Source: an optimization exercise on an open RTL-to-GDS flow (aim: small area, a short achievable clock period and few clock cycles). Production flows keep margins and buffers that such runs may drop. RTL that was checked went through simulation tests only; none was proved equivalent to the original. For runs 1, 2, 4 and 5, only the layout was checked, not whether the RTL still works.

==> flow/design.v <==
package b58enc_pkg;
    localparam int MAX_BYTES_DEF   = 32;
    localparam int DIGIT_SLOTS_DEF = 45;
    localparam int OUT_LIMIT       = 45;
    localparam int RADIX   = 58;
    localparam int BYTE_W  = 8;
    localparam int DIGIT_W = 6;
    localparam int CHAR_W  = 7;
    localparam int CARRY_W = 9;
    localparam int SUM_W   = 14;
    localparam int LEFT_W  = $clog2(OUT_LIMIT + 1);
    localparam int RECIP_SHIFT = 20;
    localparam int RECIP_MUL   = (1 << RECIP_SHIFT) / RADIX;
    localparam int RECIP_W     = 15;
    localparam logic [RADIX*8-1:0] ALPHABET =
        "123456789ABCDEFGHJKLMNPQRSTUVWXYZabcdefghijkmnopqrstuvwxyz";
    localparam logic [CHAR_W-1:0] ONE_CHAR = 7'h31;
    function automatic logic [CHAR_W-1:0] b58_char(input logic [DIGIT_W-1:0] d);
        logic [DIGIT_W-1:0] k;
        logic [7:0]         c;
        k = (d >= DIGIT_W'(RADIX)) ? d - DIGIT_W'(RADIX) : d;
        c = ALPHABET[(RADIX - 1 - k) * 8 +: 8];
        b58_char = c[CHAR_W-1:0];
    endfunction
    function automatic logic [DIGIT_W-1:0] dbl_digit(input logic [DIGIT_W-1:0] d, input logic c);
        logic [DIGIT_W-1:0] t;
        t = d - DIGIT_W'(29);
        dbl_digit = (d >= DIGIT_W'(29)) ? {t[DIGIT_W-2:0], c} : {d[DIGIT_W-2:0], c};
    endfunction
endpackage
module base58_encoder_unit #(
    parameter int MAX_BYTES   = b58enc_pkg::MAX_BYTES_DEF,
    parameter int DIGIT_SLOTS = b58enc_pkg::DIGIT_SLOTS_DEF,
    parameter int STEP_BITS   = 4
) (
    input  logic                          i_clk,
    input  logic                          i_rst_n,
    input  logic                          i_in_valid,
    output logic                          o_in_ready,
    input  logic [b58enc_pkg::BYTE_W-1:0] i_in_data_byte,
    input  logic                          i_in_last_byte,
    output logic                          o_out_valid,
    input  logic                          i_out_ready,
    output logic [b58enc_pkg::CHAR_W-1:0] o_out_char,
    output logic                          o_out_last_char,
    output logic                          o_out_overflow
);
    localparam int ND  = 44;                     
    localparam int DW  = b58enc_pkg::DIGIT_W;
    localparam int CW  = b58enc_pkg::CHAR_W;
    localparam int BYW = b58enc_pkg::BYTE_W;
    localparam int BW  = $clog2(MAX_BYTES + 1);
    localparam int NCH = BYW / STEP_BITS;
    localparam int NW  = $clog2(NCH + 1);
    localparam int FW  = CW + 2;                 
    typedef enum logic [1:0] {
        O_IDLE, O_ONES, O_DIG, O_FLUSH
    } t_ostate;
    logic [DW-1:0]     r_dig [ND];
    logic [DW-1:0]     n_dig [ND];
    logic [DW-1:0]     stp   [STEP_BITS+1][ND];
    logic [ND-1:0]     r_msk, n_msk;             
    logic [ND-1:0]     nz;
    logic [BYW-1:0]    r_nxt, n_nxt;
    logic              r_nxt_v, n_nxt_v;
    logic              r_nxt_last, n_nxt_last;
    logic [BYW-1:0]    r_sh, n_sh;
    logic [NW-1:0]     r_nb, n_nb;
    logic [BW-1:0]     r_zp, n_zp;
    logic [BW-1:0]     r_bytes, n_bytes;
    logic              r_inzp, n_inzp;
    logic              r_ovf, n_ovf;
    logic              r_done, n_done;
    t_ostate           r_os, n_os;
    logic [BW-1:0]     r_ozp, n_ozp;
    logic              r_oovf, n_oovf;
    logic              r_onum, n_onum;
    logic              r_ofound, n_ofound;
    logic              r_v0, n_v0, r_v1, n_v1;
    logic [FW-1:0]     r_f0, n_f0, r_f1, n_f1;
    logic              stall, step, consume, hand, shift, push, pop;
    logic [FW-1:0]     pdata;
    logic [DW-1:0]     top;
    assign o_in_ready      = !r_nxt_v;
    assign o_out_valid     = r_v0;
    assign o_out_char      = r_f0[FW-1 -: CW];
    assign o_out_last_char = r_f0[1];
    assign o_out_overflow  = r_f0[0];
    always_comb begin
        for (int i = 0; i < ND; i++) stp[0][i] = r_dig[i];
        for (int k = 0; k < STEP_BITS; k++) begin
            for (int i = 0; i < ND; i++) begin
                stp[k+1][i] = b58enc_pkg::dbl_digit(stp[k][i],
                    (i == 0) ? r_sh[BYW-1-k] : (stp[k][i-1] >= DW'(29)));
            end
        end
    end
    always_comb begin
        for (int i = 0; i < ND; i++) nz[i] = (r_dig[i] != '0);
        stall = r_msk[1];
        for (int i = 0; i + 2 < ND; i++) stall = stall | (nz[i] & !r_msk[i+1] & r_msk[i+2]);
        step    = (r_nb != '0) && !stall;
        consume = r_nxt_v && !r_done && ((r_nb == '0) || ((r_nb == NW'(1)) && step));
        hand    = r_done && (r_nb == '0) && (r_os == O_IDLE);
        top     = r_dig[ND-1];
        n_nxt      = r_nxt;
        n_nxt_v    = r_nxt_v;
        n_nxt_last = r_nxt_last;
        n_sh       = r_sh;
        n_nb       = r_nb;
        n_zp       = r_zp;
        n_bytes    = r_bytes;
        n_inzp     = r_inzp;
        n_ovf      = r_ovf;
        n_done     = r_done;
        n_os       = r_os;
        n_ozp      = r_ozp;
        n_oovf     = r_oovf;
        n_onum     = r_onum;
        n_ofound   = r_ofound;
        n_msk      = r_msk;
        if (i_in_valid && !r_nxt_v) begin
            n_nxt      = i_in_data_byte;
            n_nxt_last = i_in_last_byte;
            n_nxt_v    = 1'b1;
        end
        if (step) begin
            n_nb = r_nb - NW'(1);
            n_sh = r_sh << STEP_BITS;
        end
        if (consume) begin
            n_nxt_v = 1'b0;
            if (r_bytes >= BW'(MAX_BYTES)) begin
                n_ovf = 1'b1;
            end else begin
                n_bytes = r_bytes + BW'(1);
                if (r_inzp && (r_nxt == '0)) begin
                    n_zp = r_zp + BW'(1);
                end else begin
                    n_inzp = 1'b0;
                    n_sh   = r_nxt;
                    n_nb   = NW'(NCH);
                end
            end
            if (r_nxt_last) n_done = 1'b1;
        end
        if (hand) begin
            n_zp     = '0;
            n_bytes  = '0;
            n_inzp   = 1'b1;
            n_ovf    = 1'b0;
            n_done   = 1'b0;
        end
        shift = 1'b0;
        push  = 1'b0;
        pdata = {b58enc_pkg::ONE_CHAR, 1'b0, r_oovf};
        unique case (r_os)
            O_IDLE: begin
                if (hand) begin
                    n_ozp    = r_zp;
                    n_oovf   = r_ovf;
                    n_onum   = !r_inzp;
                    n_ofound = 1'b0;
                    if (!r_inzp) n_msk = '1;
                    if (r_zp != '0) n_os = O_ONES;
                    else            n_os = O_DIG;
                end
            end
            O_ONES: begin
                if (!r_ofound && (top == '0)) shift = 1'b1;
                if (!r_v1) begin
                    push     = 1'b1;
                    pdata[1] = !r_onum && (r_ozp == BW'(1));
                    n_ozp    = r_ozp - BW'(1);
                    if (r_ozp == BW'(1)) begin
                        if (r_onum) n_os = O_DIG;
                        else        n_os = O_IDLE;
                    end
                end
            end
            O_DIG: begin
                if (!r_ofound && (top == '0)) begin
                    shift = 1'b1;
                end else if (!r_v1) begin
                    shift    = 1'b1;
                    push     = 1'b1;
                    pdata    = {b58enc_pkg::b58_char(top), !r_msk[ND-2], r_oovf};
                    n_ofound = 1'b1;
                    if (!r_msk[ND-2]) n_os = O_IDLE;
                end
            end
            O_FLUSH: begin
                shift = 1'b1;
                if (!r_msk[ND-2]) n_os = O_IDLE;
            end
            default: begin
                n_os = O_IDLE;
            end
        endcase
        if (shift) n_msk = r_msk << 1;
        for (int i = 0; i < ND; i++) begin
            n_dig[i] = r_dig[i];
            if (r_msk[i]) begin
                if (shift) n_dig[i] = (i == 0) ? DW'(0) : r_dig[i-1];
            end else begin
                if (step) n_dig[i] = stp[STEP_BITS][i];
            end
        end
        pop  = r_v0 && i_out_ready;
        n_v0 = r_v0;
        n_v1 = r_v1;
        n_f0 = r_f0;
        n_f1 = r_f1;
        if (pop) begin
            n_f0 = r_f1;
            n_v0 = r_v1;
            n_v1 = 1'b0;
        end
        if (push) begin
            if (!n_v0) begin
                n_f0 = pdata;
                n_v0 = 1'b1;
            end else begin
                n_f1 = pdata;
                n_v1 = 1'b1;
            end
        end
    end
    always_ff @(posedge i_clk) begin
        for (int i = 0; i < ND; i++) r_dig[i] <= n_dig[i];
        if (!i_rst_n) begin
            r_msk    <= '1;
            r_nxt_v  <= 1'b0;
            r_nb     <= '0;
            r_zp     <= '0;
            r_bytes  <= '0;
            r_inzp   <= 1'b1;
            r_ovf    <= 1'b0;
            r_done   <= 1'b0;
            r_os     <= O_FLUSH;
            r_v0     <= 1'b0;
            r_v1     <= 1'b0;
        end else begin
            r_msk    <= n_msk;
            r_nxt_v  <= n_nxt_v;
            r_nb     <= n_nb;
            r_zp     <= n_zp;
            r_bytes  <= n_bytes;
            r_inzp   <= n_inzp;
            r_ovf    <= n_ovf;
            r_done   <= n_done;
            r_os     <= n_os;
            r_v0     <= n_v0;
            r_v1     <= n_v1;
        end
        r_nxt      <= n_nxt;
        r_nxt_last <= n_nxt_last;
        r_sh       <= n_sh;
        r_ozp      <= n_ozp;
        r_oovf     <= n_oovf;
        r_onum     <= n_onum;
        r_ofound   <= n_ofound;
        r_f0       <= n_f0;
        r_f1       <= n_f1;
    end
endmodule
==> flow/run.sh <==
#!/bin/bash
# synth_recipe.tcl (not shown) runs the flow's synth.tcl, then flattens the netlist and writes it again
# the make line also repeats each setting of config.mk as NAME=value (left out here)
make -C /OpenROAD-flow-scripts/flow DESIGN_CONFIG=/design/flow/config.mk WORK_HOME=/design/flow/orfs CLKGATE_MAP_FILE= SYNTH_SCRIPT=/design/flow/synth_recipe.tcl finish
==> flow/config.mk <==
export PLATFORM = sky130hd
export DESIGN_NAME = base58_encoder_unit
export DESIGN_NICKNAME = base58_encoder_unit
export VERILOG_FILES = /design/flow/design.v
export SDC_FILE = /design/flow/constraint.sdc
export NUM_CORES = 4
export LEC_CHECK = 0
export CAP_MARGIN = 20
export CORE_MARGIN = 2
export CORE_UTILIZATION = 40
export SLEW_MARGIN = 20
==> flow/constraint.sdc <==
create_clock -name core_clock -period 12.0 [get_ports {i_clk}]
set_input_delay 2.4000 -clock core_clock [delete_from_list [all_inputs] [get_ports {i_clk}]]
set_output_delay 2.4000 -clock core_clock [all_outputs]
set_load 0.01 [all_outputs]
==> results of run 1 <==
## metrics by stage
| step | cells | utilization [%] |
|---|---|---|
| after global routing | 7402 | 42.8 |
| final | 7402 | 42.8 |
| after global placement | 7314 | 41.5 |
| after floorplan | 5911 | - |
| after detailed placement | 7314 | 41.5 |
| after CTS | 7402 | 42.8 |
## routing by layer
layer / global-route usage, % / routed length (microns)
met3: 1.73 / 4480
met1: 26.7 / 59900
met2: 32.2 / 56400
met5: 0 / 0
met4: 3.90 / 2070
## cells by family after synthesis
logic type,after synthesis
mux,404
xor+xnor,288
compound gates,1905
buf+inv,751
fa+ha+maj,366
flops,374
simple gates,1823
## registers in the layout (all words and copies together), names as in the netlist
signal      count
r_ozp           6
r_nxt_v         1
r_nb            2
r_v0            1
r_dig         264
r_sh            8
r_f1            9
r_oovf          1
r_msk          44
r_done          1
r_ovf           1
r_ofound        1
r_bytes         6
r_inzp          1
r_v1            1
r_onum          1
r_f0            9
r_zp            6
r_nxt           8
r_nxt_last      1
r_os            2
## layout make-up
| cell class | instances | area (sq um) | share of cell area, % |
|---|---|---|---|
| Tap cell | 1612 | 2020 | 3.93 |
| Inverter | 508 | 1910 | 3.73 |
| Multi-Input combinational cell | 4786 | 35000 | 68.3 |
| Clock buffer | 60 | 1290 | 2.51 |
| Timing Repair Buffer | 34 | 313 | 0.610 |
| Clock inverter | 28 | 338 | 0.658 |
| Sequential cell | 374 | 10400 | 20.3 |
## worst max-delay path, cell delays in order, from the launching register on
cell	delay, ns
edfxtp_1	0.50
inv_1	0.15
ha_1	0.31
nand2b_1	0.14
a31o_2	0.31
inv_2	0.14
xnor2_1	0.16
inv_1	0.09
ha_1	0.25
nor2b_1	0.18
o31ai_2	0.47
inv_2	0.16
xnor2_1	0.40
ha_1	0.29
nand2b_1	0.10
and3_1	0.15
a211oi_1	0.37
o21ai_1	0.27
xnor2_1	0.40
inv_1	0.12
ha_1	0.25
nor2b_1	0.16
or2_2	0.29
a21oi_1	0.14
nor3b_1	0.06
a211o_1	0.28
## layout by cell type (no fill, tap or decap), types with 167 or more instances in the layout
cell,netlist,final
inv_1,459,459
o21ai_0,386,385
mux2i_1,262,262
nor2b_1,167,167
edfxtp_1,291,291
nand2b_1,192,192
nor2_1,360,360
nand2_1,418,418
ha_1,366,366
xnor2_1,256,256
a21oi_1,326,324
## how the worst max path moves through the flow
stage	start	end	slack [ns]
3_5_place_dp	r_dig[20][0]$_DFFE_PP_	r_dig[20][4]$_DFFE_PP_	5.67
4_1_cts	r_dig[20][0]$_DFFE_PP_	r_dig[20][4]$_DFFE_PP_	5.63
6_report	r_dig[20][0]$_DFFE_PP_	r_dig[20][4]$_DFFE_PP_	5.61
3_3_place_gp	r_dig[32][0]$_DFFE_PP_	r_dig[33][2]$_DFFE_PP_	5.80
2_1_floorplan	r_dig[1][0]$_DFFE_PP_	r_dig[2][4]$_DFFE_PP_	6.46
5_1_grt	r_dig[0][0]$_SDFFCE_PP0P_	r_dig[0][3]$_SDFFCE_PP0P_	4.99
==> flow_metrics.tcl, run 1 <==
set metrics [dict create \
    nFillCells 12075 \
    fp-row-count 127 \
    core_sq_um 120000 \
    start_util_pct 40.3 \
    netlist_area_sq_um 48300 \
    worstSetupPathType "register to register" \
    hold_depth 2 \
    path_max_fanout 9 \
    synth_nets 6290 \
    holdBufCountCts 0 \
    cp-start-kind "register" \
    globalplace.congestion 0.860 \
    min_delay_worst_endpoint "r_sh[0]$_DFF_P_" \
    rsz0062_at_grt "false" \
    yosys.area_share.simple_pct 20.0 \
    fp.dieArea_sq_um 124000 \
    wl_per_cell_microns 16.6 \
    diodes 0 \
    yosys-top-cells-count "inv_1, nand2_1, o21ai_0, ha_1, nor2_1" \
    finalWorstSetupSlack_ns 5.61 \
    synth.area.mux_share_pct 8.78 \
    syn_avg_cell_area_sq_um 8.18 \
    synthCells 5911 \
    setup_viol 0 \
    synth_edf_count 291 \
    arrival_ns 6.77 \
    r2r_end "r_dig[20][4]$_DFFE_PP_" \
    fin_setup_tns_ns 0 \
    path_clk_slew_ns 0.06 \
    ys_types 126 \
    postLayoutCellArea_sq_um 51300 \
    die_h_microns 352 \
    synth.area.top_cells "edfxtp_1, ha_1, mux2i_1" \
    grt_pass1_vias 39682 \
    cts-htree-levels 2 \
    required_ns 12.38 \
    synth-compound-area-share_pct 29.0 \
    drt-total-wl_microns 123000 \
    synth_top_area_share_pct 18.1 \
    first_pass_iters 6 \
    hold_viol 0 \
    grt_max_degree 73 \
    post-place-ws_ns 5.67 \
    routed_via_density 5.85 \
    finalCriticalPeriod_ns 6.39 \
    antenna_found_initial 1 \
    yosysMostFrequentCell "inv_1" \
    insertion_delay_ns 0.64 \
    area_delta_synth_final_pct 6.18 \
    maxSlewHeadroom_pct 17.7 \
    grt_use_total_pct 19.2 \
    synth_top_cell_by_area "edfxtp_1" \
    holdCritPathClass "register to register" \
    dr_total_vias 43316 \
    fmax_mhz 156 \
    grt_pass1_wl_microns 202000 \
    io_pins 24 \
    min_period_over_period_pct 53.3 \
    ys.warnings.count 4 \
    worstMarginPinSlew_ns 1.22 \
    synth_ff_type "edfxtp_1" \
    ctsResizeCount 0 \
    synth_fa_ha_area_share_pct 9.48 \
    cts_tree "built" \
    cts.sink_count 374 \
    drv_cap 0 \
    holdWs_ns 0.454 \
    slew_viol_final 0 \
    setup.worst_path.end_class "register" \
    synth_top_family_by_area "compound AO/OA/AOI/OAI gates" \
    drive_gt1_share_pct 8.55 \
    place_hpwl_microns 93600 \
    drt-initial-drc-count 3029 \
    ys_seq_area_share_pct 21.5 \
    io_buffers 23 \
    fin_nets 6130 \
    cts_setup_buffers 0 \
    drc 0 \
    r2r_setup_slack_ns 5.61 \
    min_from "r_sh[0]$_DFF_P_" \
    r2r_cells 25 \
    grt_remaining_overflow 0 \
    finalClockSkew_ns 0.0331 \
    clock_path_buffers 3 \
    cts-buffers-inserted 47 \
    place_area_sq_um 49700 \
    ctsRootBufferMaster "clkbuf_16" \
    ys_ff_latch 374 \
    status "timing/DRC/antenna clean" \
    antenna_left 0 \
    die_width_microns 352 \
    async_flop_share_pct 0 \
    rr_startpoint "r_dig[20][0]$_DFFE_PP_" \
    synth_xor_area_share_pct 5.24 \
]
==> inputs of run 2 (changes only) <==
--- a/flow/config.mk
+++ b/flow/config.mk
@@ -6,4 +6,5 @@
 export NUM_CORES = 4
 export LEC_CHECK = 0
+export ABC_AREA = 1
 export CAP_MARGIN = 20
 export CORE_MARGIN = 2
==> flow_metrics.tcl, run 2 <==
set metrics [dict create \
    first_pass_iters 7 \
    slew_viol_final 0 \
    drt-initial-drc-count 2908 \
    antenna_found_initial 0 \
    reg_top3 "r_dig (264), r_msk (44)" \
    layout_commonest_cell "nand2_1" \
    synth_edf_count 291 \
    regMostFlops "r_dig" \
    cts-htree-levels 2 \
    worstMarginPinSlew_ns 1.16 \
    grt_max_degree 58 \
    synth_top_area_share_pct 21.1 \
    crit_slowest_cell "o21ai_0" \
    antenna_left 0 \
    drc 0 \
    ctsResizeCount 0 \
    critical-path-max-stage-delay_ns 1.10 \
    fmax_mhz 196 \
    stdcell_count 9530 \
    cts.sink_count 374 \
    min_period_over_period_pct 42.4 \
    required_ns 12.24 \
    path_clk_slew_ns 0.05 \
    crit_start "r_dig[15][0]$_DFFE_PP_" \
    cp-start-kind "register" \
    fp.dieArea_sq_um 124000 \
    yosys-top-cells-count "nand2_1, inv_1, nand3_1, nor2_1, ha_1" \
    routed_via_density 4.95 \
    ys_ff_latch 374 \
    cts-buffers-inserted 47 \
    grt_use_total_pct 19.1 \
    r2r_cells 8 \
    cp_top_family "compound AO/OA/AOI/OAI gates" \
    core_sq_um 120000 \
    io_pins 24 \
    crit_cells 8 \
    cp_num_buf_inv 1 \
    status "timing/DRC/antenna clean" \
    multi_input_area_sq_um 33200 \
    hold_depth 0 \
    path_cells "inv_1 -> ha_1 -> nand3_1 -> o311ai_0 -> nand4_1 -> nor3_1 -> nand3_4 -> o21ai_0" \
    ys.warnings.count 4 \
    min_from "r_ovf$_SDFFE_PP0P_" \
    dr_total_vias 47136 \
    async_flop_share_pct 0 \
    holdCritPathClass "register to register" \
    post-place-cells 9441 \
    finalClockSkew_ns 0.0282 \
    ys_seq_area_share_pct 21.4 \
    fp-row-count 127 \
    drv_cap 0 \
    largest_reg_flops 264 \
    die_width_microns 353 \
    nFillCells 12793 \
    finalCriticalPeriod_ns 5.09 \
    ys_types 60 \
    synth_top_cell_by_area "nand2_1" \
    grt_pass1_wl_microns 205000 \
    netlist_area_sq_um 48600 \
    area_delta_synth_final_pct 6.98 \
    synth_ff_type "edfxtp_1" \
    die_h_microns 353 \
    synth_nets 8264 \
    ctsRootBufferMaster "clkbuf_16" \
    maxSlewHeadroom_pct 21.6 \
    fin_nets 8257 \
    synthCells 7885 \
    setup.worst_path.end_class "register" \
    layout_common_cells "nand2_1, inv_1, nand3_1" \
    globalplace.congestion 0.873 \
    drt-total-wl_microns 122000 \
    grt_pass1_vias 43230 \
    start_util_pct 40.4 \
    setup_viol 0 \
    clock_path_buffers 3 \
    holdBufCountCts 0 \
    register_area_sq_um 10400 \
    arrival_ns 5.33 \
    cts_setup_buffers 0 \
    yosysMostFrequentCell "nand2_1" \
    syn_avg_cell_area_sq_um 6.17 \
    place_hpwl_microns 95700 \
    wl_per_cell_microns 12.8 \
    rsz0062_at_grt "false" \
    path_max_fanout 57 \
    fin_setup_tns_ns 0 \
    synth.area.top_cells "nand2_1, edfxtp_1, nand3_1" \
    drive_gt1_share_pct 9.06 \
    insertion_delay_ns 0.63 \
    hold_viol 0 \
    io_buffers 23 \
    grt_remaining_overflow 0 \
    cts_tree "built" \
    rr_startpoint "r_dig[15][0]$_DFFE_PP_" \
    worstSetupPathType "register to register" \
]
==> run 2: cell type report <==
type / instances / area share (%)
inverter: 1228 / 8.86
antenna: 1 / 0.00481
timing repair buffer: 29 / 0.524
multi-input combinational: 6198 / 63.7
clock inverter: 28 / 0.568
sequential: 374 / 20.0
clock buffer: 60 / 2.43
tap: 1612 / 3.88
==> run 2: metrics by stage <==
step	setup WS, ns	util [%]	instance area, sq um	hold WS, ns
final	6.91	43.3	52000	0.441
after global routing	6.65	43.2	52000	0.454
after CTS	6.98	43.2	52000	0.441
after detailed placement	6.96	42.0	50500	0.428
after global placement	6.86	41.9	50500	0.422
after floorplan	7.82	-	48600	0.409
==> run 2: cell families after synthesis <==
group,share of synthesized area (%)
flops,21.4
xor+xnor,5.12
fa+ha+maj,9.42
simple gates,46.8
compound gates,6.66
buf+inv,10.5
mux,0.185
==> run 2: final timing paths <==
path / endpoint / slack (ns)
worst max-delay path: r_dig[25][1]$_DFFE_PP_ / 6.91
worst min-delay path: r_oovf$_DFFE_PP_ / 0.44
worst max register to register: r_dig[25][1]$_DFFE_PP_ / 6.91
worst min register to register: r_oovf$_DFFE_PP_ / 0.44
==> run 2: per-layer routing <==
metal / global-route usage, % / wire [microns] / up-vias
met3: 1.64 / 3980 / 110
met4: 4.14 / 2190 / 0
li1: - / - / 25138
met1: 26.2 / 60600 / 21207
met5: 0 / 0 / -
met2: 32.4 / 55400 / 681
==> inputs of run 3 (changes only) <==
--- a/flow/design.v
+++ b/flow/design.v
@@ -23,8 +23,17 @@
         b58_char = c[CHAR_W-1:0];
     endfunction
-    function automatic logic [DIGIT_W-1:0] dbl_digit(input logic [DIGIT_W-1:0] d, input logic c);
-        logic [DIGIT_W-1:0] t;
-        t = d - DIGIT_W'(29);
-        dbl_digit = (d >= DIGIT_W'(29)) ? {t[DIGIT_W-2:0], c} : {d[DIGIT_W-2:0], c};
+    function automatic logic dbl_carry(input logic [DIGIT_W-1:0] d);
+        dbl_carry = d[5] | (d[4] & d[3] & d[2] & (d[1] | d[0]));
+    endfunction
+    function automatic logic [DIGIT_W-1:0] dbl_digit(input logic [DIGIT_W-1:0] d, input logic g,
+                                                     input logic c);
+        logic t;
+        t = d[1] | d[0];
+        dbl_digit = {d[4] ^ (g & d[3] & d[2] & t),
+                     d[3] ^ (g & d[2] & t),
+                     d[2] ^ (g & t),
+                     d[1] ^ (g & !d[0]),
+                     d[0] ^ g,
+                     c};
     endfunction
 endpackage
@@ -60,4 +69,5 @@
     logic [DW-1:0]     n_dig [ND];
     logic [DW-1:0]     stp   [STEP_BITS+1][ND];
+    logic              gc    [STEP_BITS][ND];
     logic [ND-1:0]     r_msk, n_msk;             
     logic [ND-1:0]     nz;
@@ -90,7 +100,8 @@
         for (int i = 0; i < ND; i++) stp[0][i] = r_dig[i];
         for (int k = 0; k < STEP_BITS; k++) begin
+            for (int i = 0; i < ND; i++) gc[k][i] = b58enc_pkg::dbl_carry(stp[k][i]);
             for (int i = 0; i < ND; i++) begin
-                stp[k+1][i] = b58enc_pkg::dbl_digit(stp[k][i],
-                    (i == 0) ? r_sh[BYW-1-k] : (stp[k][i-1] >= DW'(29)));
+                stp[k+1][i] = b58enc_pkg::dbl_digit(stp[k][i], gc[k][i],
+                    (i == 0) ? r_sh[BYW-1-k] : gc[k][i-1]);
             end
         end
==> flow_metrics.tcl, run 3 <==
set metrics [dict create \
    status "timing/DRC/antenna clean" \
    io_pins 24 \
    layout_commonest_cell "nand2_1" \
    cts_setup_buffers 0 \
    setup.worst_path.end_class "register" \
    io_buffers 23 \
    setup_viol 0 \
    drt-initial-drc-count 2015 \
    diodes 0 \
    drt-total-wl_microns 84800 \
    crit_slowest_cell "edfxtp_1" \
    finalCriticalPeriod_ns 4.55 \
    grt_remaining_overflow 0 \
    yosys-top-cells-count "nand2_1, inv_1, nand3_1, o21ai_0, edfxtp_1" \
    ys_seq_area_share_pct 30.2 \
    fin_nets 5512 \
    antenna_found_initial 0 \
    fp-row-count 107 \
    multi_input_area_sq_um 19700 \
    reg_top3 "r_dig (264), r_msk (44)" \
    synth_nets 5524 \
    clock_path_buffers 3 \
    critical-path-max-stage-delay_ns 0.47 \
    path_clk_slew_ns 0.06 \
    holdCritPathClass "register to register" \
    ctsResizeCount 0 \
    worstSetupPathType "register to register" \
    ys_types 53 \
    fin_setup_tns_ns 0 \
    r2r_setup_slack_ns 7.45 \
    regMostFlops "r_dig" \
    grt_use_total_pct 18.9 \
    cts-buffers-inserted 46 \
    maxSlewHeadroom_pct 33.6 \
    worst_path_most_repeated_cell "nand2_1" \
    largest_reg_flops 264 \
    die_h_microns 298 \
    drive_gt1_share_pct 3.23 \
    grt_max_degree 57 \
    netlist_area_sq_um 34500 \
    postLayoutCellArea_sq_um 37500 \
    routed_via_density 4.94 \
    register_area_sq_um 10400 \
    async_flop_share_pct 0 \
    synth.area.top_cells "edfxtp_1, nand2_1, inv_1" \
    fp.dieArea_sq_um 88600 \
    yosysMostFrequentCell "nand2_1" \
    layout_common_cells "nand2_1, inv_1, nand3_1" \
    syn_avg_cell_area_sq_um 6.48 \
    start_util_pct 40.4 \
    holdBufCountCts 0 \
    die_width_microns 298 \
    grt_pass1_wl_microns 143000 \
    required_ns 12.28 \
    cts.sink_count 374 \
    grt_pass1_vias 29602 \
    cts-htree-levels 2 \
    drv_cap 0 \
    arrival_ns 4.83 \
    min_period_over_period_pct 37.9 \
    ctsRootBufferMaster "clkbuf_16" \
    place_hpwl_microns 65800 \
    slew_viol_final 0 \
    first_pass_iters 5 \
    dr_total_vias 32086 \
    rsz0062_at_grt "false" \
    cp-start-kind "register" \
    worstMarginPinSlew_ns 0.985 \
    insertion_delay_ns 0.59 \
    antenna_left 0 \
    drc 0 \
    globalplace.congestion 0.874 \
    cp_num_buf_inv 2 \
    nFillCells 8945 \
    place_area_sq_um 35800 \
    hold_viol 0 \
    wl_per_cell_microns 13.1 \
    finalClockSkew_ns 0.0255 \
    ys.warnings.count 5 \
    synth_top_area_share_pct 25.3 \
    fmax_mhz 220 \
    area_delta_synth_final_pct 8.63 \
    synth_top_cell_by_area "edfxtp_1" \
    path_cells "inv_1 -> nand2_1 -> nand3_1 -> nand2_1 -> ha_1 -> nand3_1 -> nand2_1 -> nor2_1 -> nand2_1 -> nand2_1 -> ha_1 -> nand3_1 -> nand2_1 -> inv_1 -> nand4_1 -> nand2_1 -> ha_1 -> nand3_2 -> nand3_1 -> o21ai_2 -> ha_1 -> xor2_1 -> o21ai_0" \
    cts_tree "built" \
    synthCells 5324 \
    ys_ff_latch 374 \
    synth_edf_count 291 \
    core_sq_um 85300 \
    cp_top_family "simple AND/OR/NAND/NOR gates" \
    path_max_fanout 5 \
    synth_ff_type "edfxtp_1" \
]
run 3: final timing paths:
check,from,end,cells past startpoint
max,r_dig[29][1]$_DFFE_PP_,r_dig[29][2]$_DFFE_PP_,23
min,r_ovf$_SDFFE_PP0P_,r_oovf$_DFFE_PP_,0
max reg2reg,r_dig[29][1]$_DFFE_PP_,r_dig[29][2]$_DFFE_PP_,23
min reg2reg,r_ovf$_SDFFE_PP0P_,r_oovf$_DFFE_PP_,0
run 3: per-layer routing:
layer | share of wire (%) | vias up | GRT usage [%]
met3 | 3.8 | 86 | 1.85
met2 | 45 | 516 | 31.2
li1 | - | 17104 | -
met4 | 1.3 | 0 | 3.28
met1 | 50 | 14380 | 27.0
met5 | 0 | - | 0
run 3: cell type report:
class / count / area share, %
multi-input cells: 3789 / 52.6
flip-flops and latches: 374 / 27.8
inverters: 1073 / 10.8
well taps: 1144 / 3.82
clock buffers: 62 / 3.34
clock inverters: 24 / 0.932
repair buffers: 28 / 0.735
run 3: worst reg2reg max path: cells and delay by family, from the launching register on:
kind	cells	cell delay, ns
AO/OA/AOI/OAI	2	0.42
XOR/XNOR	1	0.14
adder cells (fa/ha/maj)	4	1.14
buffers and inverters	2	0.16
flip-flops	1	0.47
AND/OR/NAND/NOR	14	1.91
run 3: metrics by stage:
step | utilization (%) | setup WS [ns] | std cells | hold WS, ns
5_1_grt | 43.9 | 7.10 | 6494 | 0.452
3_5_place_dp | 42.0 | 7.59 | 6407 | 0.416
6_report | 43.9 | 7.45 | 6494 | 0.429
3_3_place_gp | 42.0 | 7.48 | 6407 | 0.419
2_1_floorplan | - | 8.33 | 5324 | 0.409
4_1_cts | 43.9 | 7.54 | 6493 | 0.430
run 3: cell families (layout without fill, tap and decap cells):
kind of cell	after synthesis	after routing	share of synthesized area, %
and+or+nand+nor	2562	2562	31.0
buffers and inverters	1161	1187	12.7
AOI/OAI and AO/OA	785	785	12.7
DFF	374	374	30.2
xor gates and xnor gates	246	246	6.33
adders and majority gates	187	187	6.79
muxes	9	9	0.287
Testbench counts of run 3, summed over its fixed seeds: cycles 9,465.
==> inputs of run 4 (changes only) <==
--- a/flow/design.v
+++ b/flow/design.v
@@ -63,4 +63,5 @@
     localparam int NW  = $clog2(NCH + 1);
     localparam int FW  = CW + 2;                 
+    localparam int BDW = $clog2(ND + 1);
     typedef enum logic [1:0] {
         O_IDLE, O_ONES, O_DIG, O_FLUSH
@@ -70,5 +71,6 @@
     logic [DW-1:0]     stp   [STEP_BITS+1][ND];
     logic              gc    [STEP_BITS][ND];
-    logic [ND-1:0]     r_msk, n_msk;             
+    logic [BDW-1:0]    r_bnd, n_bnd;             
+    logic [ND-1:0]     msk;
     logic [ND-1:0]     nz;
     logic [BYW-1:0]    r_nxt, n_nxt;
@@ -109,6 +111,7 @@
     always_comb begin
         for (int i = 0; i < ND; i++) nz[i] = (r_dig[i] != '0);
-        stall = r_msk[1];
-        for (int i = 0; i + 2 < ND; i++) stall = stall | (nz[i] & !r_msk[i+1] & r_msk[i+2]);
+        for (int i = 0; i < ND; i++) msk[i] = (BDW'(i) >= r_bnd);
+        stall = msk[1];
+        for (int i = 0; i + 2 < ND; i++) stall = stall | (nz[i] & !msk[i+1] & msk[i+2]);
         step    = (r_nb != '0) && !stall;
         consume = r_nxt_v && !r_done && ((r_nb == '0) || ((r_nb == NW'(1)) && step));
@@ -130,5 +133,5 @@
         n_onum     = r_onum;
         n_ofound   = r_ofound;
-        n_msk      = r_msk;
+        n_bnd      = r_bnd;
         if (i_in_valid && !r_nxt_v) begin
             n_nxt      = i_in_data_byte;
@@ -173,5 +176,5 @@
                     n_onum   = !r_inzp;
                     n_ofound = 1'b0;
-                    if (!r_inzp) n_msk = '1;
+                    if (!r_inzp) n_bnd = '0;
                     if (r_zp != '0) n_os = O_ONES;
                     else            n_os = O_DIG;
@@ -179,5 +182,5 @@
             end
             O_ONES: begin
-                if (!r_ofound && (top == '0)) shift = 1'b1;
+                if (r_onum && !r_ofound && (top == '0)) shift = 1'b1;
                 if (!r_v1) begin
                     push     = 1'b1;
@@ -196,12 +199,12 @@
                     shift    = 1'b1;
                     push     = 1'b1;
-                    pdata    = {b58enc_pkg::b58_char(top), !r_msk[ND-2], r_oovf};
+                    pdata    = {b58enc_pkg::b58_char(top), !msk[ND-2], r_oovf};
                     n_ofound = 1'b1;
-                    if (!r_msk[ND-2]) n_os = O_IDLE;
+                    if (!msk[ND-2]) n_os = O_IDLE;
                 end
             end
             O_FLUSH: begin
                 shift = 1'b1;
-                if (!r_msk[ND-2]) n_os = O_IDLE;
+                if (!msk[ND-2]) n_os = O_IDLE;
             end
             default: begin
@@ -209,8 +212,8 @@
             end
         endcase
-        if (shift) n_msk = r_msk << 1;
+        if (shift) n_bnd = r_bnd + BDW'(1);
         for (int i = 0; i < ND; i++) begin
             n_dig[i] = r_dig[i];
-            if (r_msk[i]) begin
+            if (msk[i]) begin
                 if (shift) n_dig[i] = (i == 0) ? DW'(0) : r_dig[i-1];
             end else begin
@@ -241,5 +244,5 @@
         for (int i = 0; i < ND; i++) r_dig[i] <= n_dig[i];
         if (!i_rst_n) begin
-            r_msk    <= '1;
+            r_bnd    <= '0;
             r_nxt_v  <= 1'b0;
             r_nb     <= '0;
@@ -253,5 +256,5 @@
             r_v1     <= 1'b0;
         end else begin
-            r_msk    <= n_msk;
+            r_bnd    <= n_bnd;
             r_nxt_v  <= n_nxt_v;
             r_nb     <= n_nb;
==> flow_metrics.tcl, run 4 <==
set metrics [dict create \
    clock_path_buffers 3 \
    cts-htree-levels 2 \
    ys_seq_area_share_pct 29.0 \
    ys_ff_latch 336 \
    io_buffers 23 \
    finalClockSkew_ns 0.0441 \
    fin_nets 5476 \
    area_delta_synth_final_pct 8.14 \
    yosysMostFrequentCell "nand2_1" \
    place_hpwl_microns 68800 \
    post-place-ws_ns 6.62 \
    io_pins 24 \
    status "timing/DRC/antenna clean" \
    yosys.area_share.simple_pct 32.4 \
    fmax_mhz 184 \
    start_util_pct 40.4 \
    reg_top3 "r_dig (264), r_f0 (9), r_f1 (9)" \
    ctsRootBufferMaster "clkbuf_16" \
    stdcell_count 6375 \
    cts_setup_buffers 0 \
    synth-compound-area-share_pct 13.0 \
    synth.area.top_cells "edfxtp_1, nand2_1, inv_1" \
    routed_via_density 4.96 \
    grt_max_degree 51 \
    wl_per_cell_microns 13.3 \
    ys.warnings.count 5 \
    grt_use_total_pct 19.7 \
    antenna_found_initial 0 \
    drc 0 \
    worstMarginPinSlew_ns 0.985 \
    nFillCells 8572 \
    min_period_over_period_pct 45.2 \
    drive_gt1_share_pct 2.36 \
    holdCritPathClass "register to register" \
    globalplace.congestion 0.890 \
    dr_total_vias 31614 \
    drv_cap 0 \
    synth_xor_area_share_pct 5.89 \
    fin_setup_tns_ns 0 \
    ys_types 55 \
    path_clk_slew_ns 0.06 \
    die_width_microns 292 \
    finalCriticalPeriod_ns 5.42 \
    drt-total-wl_microns 85100 \
    yosys-top-cells-count "nand2_1, inv_1, o21ai_0, nand3_1, nor2_1" \
    setup.worst_path.end_class "register" \
    path_max_fanout 41 \
    core_sq_um 82100 \
    grt_pass1_wl_microns 141000 \
    drt-initial-drc-count 2179 \
    layout_commonest_cell "nand2_1" \
    multi_input_area_sq_um 19400 \
    synth_top_cell_by_area "edfxtp_1" \
    arrival_ns 5.62 \
    r2r_setup_slack_ns 6.58 \
    hold_viol 0 \
    first_pass_iters 6 \
    ctsResizeCount 0 \
    regMostFlops "r_dig" \
    synth_edf_count 291 \
    worstSetupPathType "register to register" \
    holdBufCountCts 0 \
    register_area_sq_um 9640 \
    cts_tree "built" \
    synth_top_family_by_area "simple AND/OR/NAND/NOR gates" \
    synth_ff_type "edfxtp_1" \
    die_h_microns 292 \
    synth_top_area_share_pct 26.3 \
    required_ns 12.20 \
    syn_avg_cell_area_sq_um 6.33 \
    cts.sink_count 336 \
    synth_nets 5448 \
    cts-buffers-inserted 40 \
    finalWorstSetupSlack_ns 6.58 \
    fp.dieArea_sq_um 85300 \
    grt_pass1_vias 28619 \
    synth_fa_ha_area_share_pct 7.19 \
    fp-row-count 105 \
    antenna_left 0 \
    post-place-cells 6301 \
    netlist_area_sq_um 33200 \
    maxSlewHeadroom_pct 33.5 \
    cp-start-kind "register" \
    synthCells 5245 \
    insertion_delay_ns 0.58 \
    slew_viol_final 0 \
    grt_remaining_overflow 0 \
    layout_common_cells "nand2_1, inv_1, o21ai_0" \
    async_flop_share_pct 0 \
    setup_viol 0 \
    synth.area.mux_share_pct 0.132 \
    rsz0062_at_grt "false" \
    diodes 0 \
    largest_reg_flops 264 \
]
run 4: layer usage:
| metal | track usage, % | share of wire, % |
|---|---|---|
| met4 | 3.60 | 1.5 |
| met1 | 27.7 | 49 |
| met2 | 32.8 | 45 |
| met5 | 0 | 0 |
| met3 | 2.21 | 4.1 |
run 4: per-stage QoR:
stage,hold slack [ns],utilization [%],instance area [sq um]
floorplan,0.409,-,33200
global placement,0.461,42.1,34600
finish,0.469,43.7,35900
global route,0.501,43.7,35900
detailed placement,0.465,42.1,34600
CTS,0.475,43.7,35900
run 4: worst paths after layout:
kind,start,to,cells past startpoint
worst max-delay path,r_bnd[5]$_SDFFE_PN0P_,r_dig[2][4]$_DFFE_PP_,11
worst min-delay path,r_done$_SDFFE_PP0P_,r_done$_SDFFE_PP0P_,2
worst max register to register,r_bnd[5]$_SDFFE_PN0P_,r_dig[2][4]$_DFFE_PP_,11
worst min register to register,r_done$_SDFFE_PP0P_,r_done$_SDFFE_PP0P_,2
run 4: layout make-up:
class                      count  area share [%]
inverter                    1037            10.8
timing repair buffer          29           0.767
tap                         1070            3.73
clock buffer                  51            3.05
sequential                   336            26.9
clock inverter                23           0.554
multi-input combinational   3829            54.2
run 4: critical path, stage by stage (launching register included):
cell	delay (ns)
dfxtp_1	0.81
inv_2	0.38
nor2_2	0.70
nand2_1	0.57
nand3_1	0.25
nand2_1	0.10
nor3_2	0.18
nand2_1	0.16
nor2_4	0.25
nand2_2	0.32
buf_4	0.47
o21ai_0	0.81
run 4: kinds of logic after synthesis:
group,Yosys count
buffers and inverters,1080
AND/OR/NAND/NOR,2625
XOR/XNOR,223
adder cells (fa/ha/maj),191
multiplexers,4
AO/OA/AOI/OAI,786
flip-flops,336
==> inputs of run 5 (changes only) <==
==> flow/flow/run.sh (new file) <==
#!/bin/bash
# standard layout, except that synthesis maps the logic with the ABC script in
# flow/abc_area.script (more restructuring before an area-oriented mapping);
# everything else, including the synthesis passes before ABC, is ORFS's own
set -euo pipefail
WORK=$(pwd)
rm -rf "$WORK/scripts_abc"
cp -r "$FLOW_HOME/scripts" "$WORK/scripts_abc"
cp "$WORK/flow/abc_area.script" "$WORK/scripts_abc/abc_area.script"
bash standard.sh SCRIPTS_DIR="$WORK/scripts_abc" synth > "$WORK/synth.log" 2>&1
bash standard.sh > "$WORK/layout.log" 2>&1
==> flow/flow/abc_area.script (new file) <==
strash
dc2
balance
rewrite
refactor
balance
rewrite
rewrite -z
balance
refactor -z
rewrite -z
balance
dch -f
map -a -B 0.9
topo
stime -c
buffer -c
upsize -c
dnsize -c
==> flow/standard.sh (new file) <==
#!/bin/bash
# synth_recipe.tcl (not shown) runs the flow's synth.tcl, then flattens the netlist and writes it again
# the make line also repeats each setting of config.mk as NAME=value (left out here)
make -C /OpenROAD-flow-scripts/flow DESIGN_CONFIG=/design/flow/config.mk WORK_HOME=/design/flow/orfs CLKGATE_MAP_FILE= SYNTH_SCRIPT=/design/flow/synth_recipe.tcl "${@:-finish}"
removed: flow/run.sh
==> flow_metrics.tcl, run 5 <==
set metrics [dict create \
    holdCritPathClass "register to register" \
    grt_remaining_overflow 0 \
    arrival_ns 6.01 \
    worstSetupPathType "register to register" \
    ys_ff_latch 336 \
    globalplace.congestion 0.894 \
    cts-htree-levels 2 \
    status "timing/DRC/antenna clean" \
    cp_top_family "simple AND/OR/NAND/NOR gates" \
    grt_pass1_vias 25751 \
    fp-row-count 100 \
    ys_types 57 \
    grt_use_total_pct 19.5 \
    regMostFlops "r_dig" \
    cp_num_buf_inv 4 \
    synthCells 4405 \
    maxSlewHeadroom_pct 31.5 \
    grt_max_degree 58 \
    cts.sink_count 336 \
    netlist_area_sq_um 30100 \
    synth_top_area_share_pct 29.0 \
    cts-buffers-inserted 41 \
    cts_setup_buffers 0 \
    antenna_found_initial 0 \
    fp.dieArea_sq_um 77600 \
    critical-path-max-stage-delay_ns 0.80 \
    fmax_mhz 172 \
    final_util_pct 44.0 \
    drive_gt1_share_pct 5.91 \
    reg_top3 "r_dig (264), r_f0 (9), r_f1 (9)" \
    clock_path_buffers 3 \
    yosysMostFrequentCell "nand2_1" \
    fin_setup_tns_ns 0 \
    die_width_microns 278 \
    grt_pass1_wl_microns 127000 \
    path_clk_slew_ns 0.06 \
    setup_viol 0 \
    drt-initial-drc-count 2010 \
    largest_reg_flops 264 \
    diodes 0 \
    crit_slowest_cell "nor2_1" \
    ctsResizeCount 0 \
    ys.warnings.count 5 \
    drt-total-wl_microns 76600 \
    slew_viol_final 0 \
    finalCriticalPeriod_ns 5.82 \
    hold_viol 0 \
    path_cells "nor2_1 -> inv_2 -> nor2_1 -> buf_4 -> inv_1 -> nor2_1 -> a211oi_1 -> nor4_1 -> nand4_1 -> nor4_1 -> nand2_4 -> buf_4 -> o21ai_0" \
    synth_top_cell_by_area "edfxtp_1" \
    wl_per_cell_microns 14.1 \
    min_from "r_ovf$_SDFFE_PP0P_" \
    ctsRootBufferMaster "clkbuf_16" \
    finalClockSkew_ns 0.0381 \
    holdBufCountCts 0 \
    ys_seq_area_share_pct 32.0 \
    drv_cap 0 \
    core_sq_um 74600 \
    path_max_fanout 57 \
    min_period_over_period_pct 48.5 \
    syn_avg_cell_area_sq_um 6.84 \
    cp-start-kind "register" \
    layout_commonest_cell "nand2_1" \
    cts_tree "built" \
    dr_total_vias 27899 \
    area_delta_synth_final_pct 8.88 \
    required_ns 12.18 \
    insertion_delay_ns 0.59 \
    layout_common_cells "nand2_1, nor2_1, inv_1" \
    crit_start "r_bnd[5]$_SDFFE_PN0P_" \
    setup.worst_path.end_class "register" \
    place_hpwl_microns 60800 \
    io_pins 24 \
    synth_ff_type "edfxtp_1" \
    io_buffers 23 \
    fin_nets 4639 \
    rsz0062_at_grt "false" \
    rr_startpoint "r_bnd[5]$_SDFFE_PN0P_" \
    routed_via_density 5.13 \
    die_h_microns 278 \
    synth.area.top_cells "edfxtp_1, nand2_1, nor2_1" \
    drc 0 \
    synth_edf_count 291 \
    yosys-top-cells-count "nand2_1, nor2_1, inv_1, o21ai_0, edfxtp_1" \
    first_pass_iters 6 \
    synth_nets 4608 \
    antenna_left 0 \
    async_flop_share_pct 0 \
    worst_path_most_repeated_cell "nor2_1" \
    worstMarginPinSlew_ns 1.02 \
    start_util_pct 40.4 \
]
run 5: cell count changes in the layout (fill, tap and decap cells not counted), moves of 35 or more:
cell,delta
nand2_1,-762
nor2_2,+36
nand3_1,-192
xnor2_1,+44
inv_1,-417
o22ai_1,+35
inv_2,+85
a21oi_1,+54
nor2_1,+332
nor4_1,+52
o21ai_1,+65
o21ai_0,-143
run 5: kinds of logic (layout without fill, tap and decap cells):
kind of cell    count (synthesis)  count (layout)  synth area share (%)
simple gates                 2103            2103                  29.2
compound gates                776             776                  14.4
buf+inv                       753             817                  9.40
flops                         336             336                  32.0
xor+xnor                      247             247                  7.18
fa+ha+maj                     190             190                  7.89
run 5: path summary, 6_finish.rpt:
kind                             to  slack, ns  cells past startpoint
max reg2reg  r_dig[30][3]$_DFFE_PP_       6.18                     13
max          r_dig[30][3]$_DFFE_PP_       6.18                     13
min reg2reg        r_oovf$_DFFE_PP_       0.45                      0
min                r_oovf$_DFFE_PP_       0.45                      0
run 5: layout make-up:
type                       instances  area (sq um)
clock buffer                      56          1110
clock inverter                    20           229
fill                            7638         41800
inverter                         711          2670
multi-input combinational       3316         17700
sequential                       336          9640
tap                              969          1210
timing repair buffer              30           283
run 5: through the flow:
step | std cells | worst slack (ns) | area (sq um) | hold WS [ns]
floorplan | 4405 | 8.09 | 30100 | 0.409
global placement | 5362 | 6.46 | 31500 | 0.427
detailed placement | 5362 | 6.33 | 31500 | 0.428
CTS | 5438 | 6.31 | 32800 | 0.444
finish | 5438 | 6.18 | 32800 | 0.446
global route | 5438 | 5.70 | 32800 | 0.474
run 5: layer usage:
layer	part of all wire, %	track usage, %
met1	48	27.0
met4	2.4	5.27
met5	0	0
met2	44	32.4
met3	4.8	2.17

[separate check: timing with driven ports]
The results above use ideal ports. As a check the final layouts listed here were re-extracted and re-timed, cells and wires unchanged. Step 1 (the two cells are an assumption about what drives the block):
set clk [get_ports {i_clk}]
set_driving_cell -lib_cell sky130_fd_sc_hd__clkbuf_16 $clk
set_driving_cell -lib_cell sky130_fd_sc_hd__buf_2 [delete_from_list [all_inputs] $clk]
Step 2 moves the port delays by t, midway between the first and last clock arrival at a register: inputs arrive t later, outputs are due t later. That takes back most of the time a late clock gives input paths. Three values: ideal, step 1, step 2; two values: the first two.
| run | t (ns) | setup WS [ns] | worst setup path after step 2 | worst register clock-pin slew, ns |
|---|---|---|---|---|
| run 1 | 0.685 | 5.606 / 5.606 / 5.606 | register to register | 0.06 / 0.06 |
| run 2 | 0.680 | 6.908 / 6.908 / 6.908 | register to register | 0.06 / 0.06 |
| run 3 | 0.639 | 7.448 / 7.448 / 7.448 | register to register | 0.07 / 0.07 |
| run 4 | 0.622 | 6.579 / 6.579 / 6.579 | register to register | 0.07 / 0.07 |
| run 5 | 0.637 | 6.176 / 6.176 / 6.176 | register to register | 0.06 / 0.06 |
After both steps every run listed still meets setup and hold.
